Source: an optimization exercise on an open RTL-to-GDS flow (aim: small area). Production flows keep margins and buffers that such runs may drop. Function was checked by simulation only, so behaviour that the tests miss may differ from the original. Power and IR drop assume default switching activity.

## rps_game
module rps_game (
	input  logic                clock,
	input  logic                reset,
	input  logic                play,
	input  logic                load,
	input  game_pkg::strategy_t strategy,
	input  game_pkg::move_t     user_move,
	output logic                user_win,
	output logic                com_win,
	output logic                draw,
	output score_pkg::seg_t     hex0,
	output score_pkg::seg_t     hex1,
	output score_pkg::seg_t     hex2,
	output score_pkg::seg_t     hex3,
	output score_pkg::seg_t     hex4,
	output score_pkg::seg_t     hex5
);
Size in the first run: about 670 cells after synthesis, about 52 I/O pins, roughly 0.0098 mm2 of cells after synthesis.
Settings: LEC_CHECK=0, CAP_MARGIN=10, CORE_MARGIN=2, CORE_UTILIZATION=40, PLACE_DENSITY=0.6, SLEW_MARGIN=10; clock period 10.0 ns.
standard.sh (not shown) runs the stock make flow with config.mk's settings and CLKGATE_MAP_FILE= SYNTH_SCRIPT=/design/flow/synth_recipe.tcl, a recipe that flattens the netlist after the stock synthesis.
==> flow/flow/run.sh <==
#!/bin/bash
# Own layout flow: the standard synthesis, then the same synthesis again with an area-oriented
# ABC script and without the full/half-adder extraction step; the smaller netlist is kept only if
# its flip-flops (names and cell types) are exactly those of the standard synthesis. The layout
# then runs the standard ORFS flow (standard.sh) with small port buffers and a leaner clock tree.
set -uo pipefail
W=$PWD
F=$W/flow
R=$W/orfs/results/$FLOW_PLATFORM/rps_game/base
LIB=$FLOW_HOME/platforms/$FLOW_PLATFORM/lib/sky130_fd_sc_hd__tt_025C_1v80.lib

# 1. standard synthesis
bash standard.sh synth > $W/log_std_synth.txt 2>&1 || { echo "standard synthesis failed"; exit 1; }
cp $R/1_2_yosys.v $W/netlist_std.v

# 2. custom synthesis in its own ORFS work home
sed -e 's#^\(source \$::env(SCRIPTS_DIR)/synth_preamble.tcl\)#\1\nset abc_args [lreplace $abc_args 1 1 $::env(MY_ABC)]#' \
    -e 's#^\(\s*\)extract_fa {\*}\[dont_use_extract_fa_args\]#\1\# extract_fa skipped#' \
    $FLOW_HOME/scripts/synth.tcl > $W/synth_c.tcl
sed -e "s#source \$::env(SCRIPTS_DIR)/synth.tcl#source $W/synth_c.tcl#" $W/synth_recipe.tcl > $W/synth_recipe_c.tcl
sed -e "s#SYNTH_SCRIPT=[^ ]*#SYNTH_SCRIPT=$W/synth_recipe_c.tcl#" -e "s#WORK_HOME=[^ ]*#WORK_HOME=$W/orfs_c#" \
    -e '/^if \[\[ -f/,/^fi/d' standard.sh > $W/standard_c.sh
best=$W/netlist_std.v
for s in $F/abc_*.script; do
  n=$(basename $s .script)
  (
    sed -e "s#WORK_HOME=[^ ]*#WORK_HOME=$W/orfs_$n#" $W/standard_c.sh > $W/standard_$n.sh
    if MY_ABC=$s bash $W/standard_$n.sh synth > $W/log_synth_$n.txt 2>&1; then
      cp $W/orfs_$n/results/$FLOW_PLATFORM/rps_game/base/1_2_yosys.v $W/netlist_$n.v
    fi
    rm -rf $W/orfs_$n
  ) &
done
wait
python3 $F/pick.py $LIB $W/netlist_std.v $W/netlist_abc_*.v > $W/log_pick.txt 2>&1
best=$(tail -1 $W/log_pick.txt)
[[ -f "$best" ]] || best=$W/netlist_std.v
if [[ "$best" != "$W/netlist_std.v" ]]; then
  cp "$best" $R/1_2_yosys.v
  rm -f $R/1_synth.odb
fi

# 3. layout
bash standard.sh \
  "BUFFER_PORTS_ARGS=-buffer_cell sky130_fd_sc_hd__buf_1" \
  "CTS_ARGS=-sink_clustering_enable -repair_clock_nets -dont_use_dummy_load -buf_list {sky130_fd_sc_hd__clkbuf_8} -sink_clustering_size 15 -sink_clustering_max_diameter 100" \
  finish > $W/log_layout.txt 2>&1 || { echo "layout failed"; tail -20 $W/log_layout.txt; exit 1; }
ls -la $W/out
Other scripts of this flow, unchanged in this note and not shown: flow/flow/abc_amap.script, flow/flow/abc_ds1.script, flow/flow/abc_ds2.script, flow/flow/abc_ds3.script, flow/flow/pick.py
Change:
CAP_MARGIN = 0   (was 10)
SLEW_MARGIN = 0   (was 10)
What happened:
- non-clock buffer count does not change
- worst hold slack stays the same
- sequential share of layout area stays the same
- cell area does not change
- register-to-register slack hardly moves
- routed wire length is unchanged
- combinational power hardly moves
- cell count stays the same
- via count stays the same
Change:
CAP_MARGIN = 20   (was 0)
SLEW_MARGIN = 20   (was 0)
Via count is unchanged.
Sequential cell count is unchanged.
Count of clock-buffer cells in the layout does not change.
Sequential power is about the same.
Power stays the same.
Final area is unchanged.
Register-to-register slack stays flat.
Synthesized area is unchanged.
Maximum frequency is unchanged.
First-iteration DRC count does not change.
Setup slack is unchanged.

==> separate check: timing with driven ports <==
The flow's constraints put no driver on any port. The routed layouts listed below were extracted and timed again, unchanged, in two steps. Step 1 sets driving cells, clkbuf_16 on the clock port and buf_2 on the other inputs (assumed; they add their load-dependent delay and slew). Step 2, shift: input delay + t, output delay - t, t = (earliest + latest rising clock arrival at the registers) / 2. This alone moves slack from input paths to output paths. Three values: ideal, step 1, step 2; two values: the first two.
run	t (ns)	setup WS [ns]	hold WS [ns]	worst register clock-pin slew, ns
the first run	0.568	3.760 / 3.760 / 3.760	0.441 / 0.441 / 0.441	0.10 / 0.10
the second run	0.568	3.760 / 3.760 / 3.760	0.441 / 0.441 / 0.441	0.10 / 0.10
the third run	0.568	3.760 / 3.760 / 3.760	0.441 / 0.441 / 0.441	0.10 / 0.10
After both steps every run listed still meets setup and hold.
